This design comes from an exercise in tuning for small area on the open sky130 flow, not from production work. Function was checked by simulation only, so behaviour that the tests miss may differ from the original. Power and IR drop assume default switching activity.

== 11-27 ==
// pid_controller_param
module pid_controller_param #(
  parameter int DW   = pid_pkg::DEF_DW,
  parameter int FRAC = pid_pkg::DEF_FRAC,
  parameter int ACCW = 2*DW+4
) (
  input  logic                 clk,
  input  logic                 rst,
  input  logic                 en,
  input  logic                 clear,
  input  logic signed [DW-1:0] setpoint,
  input  logic signed [DW-1:0] feedback,
  input  logic signed [DW-1:0] kp,
  input  logic signed [DW-1:0] ki,
  input  logic signed [DW-1:0] kd,
  input  logic [ACCW-2:0]      int_limit,
  input  logic [15:0]          clk_times,
  output logic signed [DW-1:0] control_signal,
  output logic                 valid,
  output logic                 busy,
  output logic                 overrun
);
export LEC_CHECK = 0
export ABC_AREA = 1
export CAP_MARGIN = 20
export CORE_MARGIN = 2
export CORE_UTILIZATION = 65
export CTS_BUF_LIST = sky130_fd_sc_hd__clkbuf_8
export SLEW_MARGIN = 20
export SYNTH_HIERARCHICAL = 1
create_clock -name core_clock -period 13.5 [get_ports {clk}]
standard.sh (not shown) runs the stock make flow with config.mk's settings and CLKGATE_MAP_FILE= SYNTH_SCRIPT=/design/flow/synth_recipe.tcl, a recipe that flattens the netlist after the stock synthesis.
==> flow/flow/run.sh <==
#!/bin/bash
# Standard synthesis; then the combinational logic re-mapped for area by ABC
# (registers, full/half adder cells and tie cells kept exactly as synthesized).
# Re-mapping is tried with two ABC scripts and 1 to 3 passes of each; each result gets a quick pre-layout
# timing estimate, and the smallest one whose estimate is within the margin is
# kept (the fastest if none is). Then the standard layout, with the smallest
# buffer on the ports. Each tool logs to a file of its own here.
set -euo pipefail
export BUFFER_PORTS_ARGS="-buffer_cell sky130_fd_sc_hd__buf_1"
export CTS_ARGS="-sink_clustering_enable -repair_clock_nets -buf_list sky130_fd_sc_hd__clkbuf_8 -sink_clustering_buffer sky130_fd_sc_hd__clkbuf_4 -sink_clustering_size 8 -sink_clustering_max_diameter 40"
bash standard.sh synth > log_synth.log 2>&1
R=orfs/results/$FLOW_PLATFORM/pid_controller_param/base
P=$FLOW_HOME/platforms/$FLOW_PLATFORM
LIB=$P/lib/sky130_fd_sc_hd__tt_025C_1v80.lib
cp $R/1_2_yosys.v std_netlist.v
KEEP=$(grep -oE "sky130_fd_sc_hd__(df|edf|sdf|dl|fa_|ha_|conb)[a-z0-9_]*" std_netlist.v | sort -u | tr '\n' ' ')
MARGIN=-0.5
: > remap_choice.txt
for v in a b; do
for k in 1 2 3; do
  n=$v$k
  src=flow/remap.abc; [[ $v == b ]] && src=flow/remap_b.abc
  : > remap_$n.abc
  for i in $(seq 1 $k); do cat $src >> remap_$n.abc; done
  sed -e "s|@LIB@|$LIB|g" -e "s|@KEEP@|$KEEP|" -e "s|@TOP@|$FLOW_TOP|g" \
      -e "s|flow/remap.abc|remap_$n.abc|" -e "s|remap_stat.txt|remap_stat_$n.txt|" \
      -e "s|remap_netlist.v|remap_netlist_$n.v|" -e "s|remap_pre.txt|remap_pre_$n.txt|" \
      flow/remap.ys.in > remap_$n.ys
  yosys -l log_remap_$n.log -s remap_$n.ys > /dev/null
  a=$(awk '/Chip area for module/ {print $NF}' remap_stat_$n.txt | tail -1)
  PSTA_TLEF=$P/lef/sky130_fd_sc_hd.tlef PSTA_LEF=$P/lef/sky130_fd_sc_hd_merged.lef PSTA_LIB=$LIB \
  PSTA_NETLIST=remap_netlist_$n.v PSTA_TOP=$FLOW_TOP PSTA_SDC=$FLOW_SDC \
    openroad -no_init -exit flow/psta.tcl > log_psta_$n.log 2>&1 || true
  s=$(awk '/^BENCHPSTA/ {print $2}' log_psta_$n.log | tail -1)
  [[ -n "$s" ]] || s=-1000
  echo "$n $a $s" >> remap_choice.txt
done
done
best=$(awk -v m=$MARGIN '
  { if ($3 >= m && (ba == "" || $2 < ba)) { ba = $2; bn = $1 }
    if (fs == "" || $3 > fs) { fs = $3; fn = $1 } }
  END { print (bn != "" ? bn : fn) }' remap_choice.txt)
echo "chosen $best" >> remap_choice.txt
cp remap_netlist_$best.v $R/1_2_yosys.v
rm -f $R/1_synth.odb $R/1_synth.sdc
bash standard.sh > log_flow.log 2>&1
Other scripts of this flow, unchanged in this note and not shown: flow/flow/psta.tcl, flow/flow/remap.abc, flow/flow/remap.ys.in, flow/flow/remap_b.abc
11-27: all stages complete, timing, DRC and antenna checks passed
Edits applied to the flow inputs when going from 11-27 to 11-09:
-- flow/flow/run.sh --
<<< 11-27, line 8
set -euo pipefail
export BUFFER_PORTS_ARGS="-buffer_cell sky130_fd_sc_hd__buf_1"
export CTS_ARGS="-sink_clustering_enable -repair_clock_nets -buf_list sky130_fd_sc_hd__clkbuf_8 -sink_clustering_buffer sky130_fd_sc_hd__clkbuf_4 -sink_clustering_size 8 -sink_clustering_max_diameter 40"
bash standard.sh synth > log_synth.log 2>&1
R=orfs/results/$FLOW_PLATFORM/pid_controller_param/base
>>> 11-09, line 8
set -euo pipefail
export BUFFER_PORTS_ARGS="-buffer_cell sky130_fd_sc_hd__buf_1"
bash standard.sh synth > log_synth.log 2>&1
R=orfs/results/$FLOW_PLATFORM/pid_controller_param/base
[summary]
Between 11-27 and 11-09, the worst hold path cell count figures differ only marginally. From 11-27 to 11-09, die footprint did not move at all. Wire length came out exactly the same in 11-09 and 11-27. As far as count of non-CTS inverters in the layout goes, 11-27 and 11-09 are indistinguishable; the numbers are identical. Combinational cell fraction of total power: 11-27 vs 11-09 — no meaningful difference. Critical path depth essentially unchanged between 11-27 and 11-09. Final setup violation count: 11-27 vs 11-09 identical. Compared with 11-27, in 11-09 via count of the first global-routing pass held; shortest period the worst path allows held; total nets after synthesis held. Count of nets left with antenna violations after detail routing: 11-27 vs 11-09 identical.

## what the ideal ports hide
Ports are ideal in the flow. The routed layouts listed here were re-timed in OpenROAD. Step 1 assumes that a clkbuf_16 drives the clock port and a buf_2 every other input. Step 2 adds t to the input delays and takes it off the output delays; t is the mean of the earliest and latest rising clock arrival at the registers after step 1. Input paths then give back, and output paths get back, about the clock's delay inside the block. a / b / c = no drivers / after step 1 / after step 2; a / b = the first two.
run | t, ns | setup slack, ns | hold slack, ns | worst setup path after step 2 | worst data-port slew with drivers (ns)
11-27 | 0.519 | 0.695 / 0.712 / 0.193 | 0.498 / 0.498 / 0.498 | input to register | 0.06
11-09 | 0.519 | 0.695 / 0.712 / 0.193 | 0.498 / 0.498 / 0.498 | input to register | 0.06
After both steps every run listed still meets setup and hold.
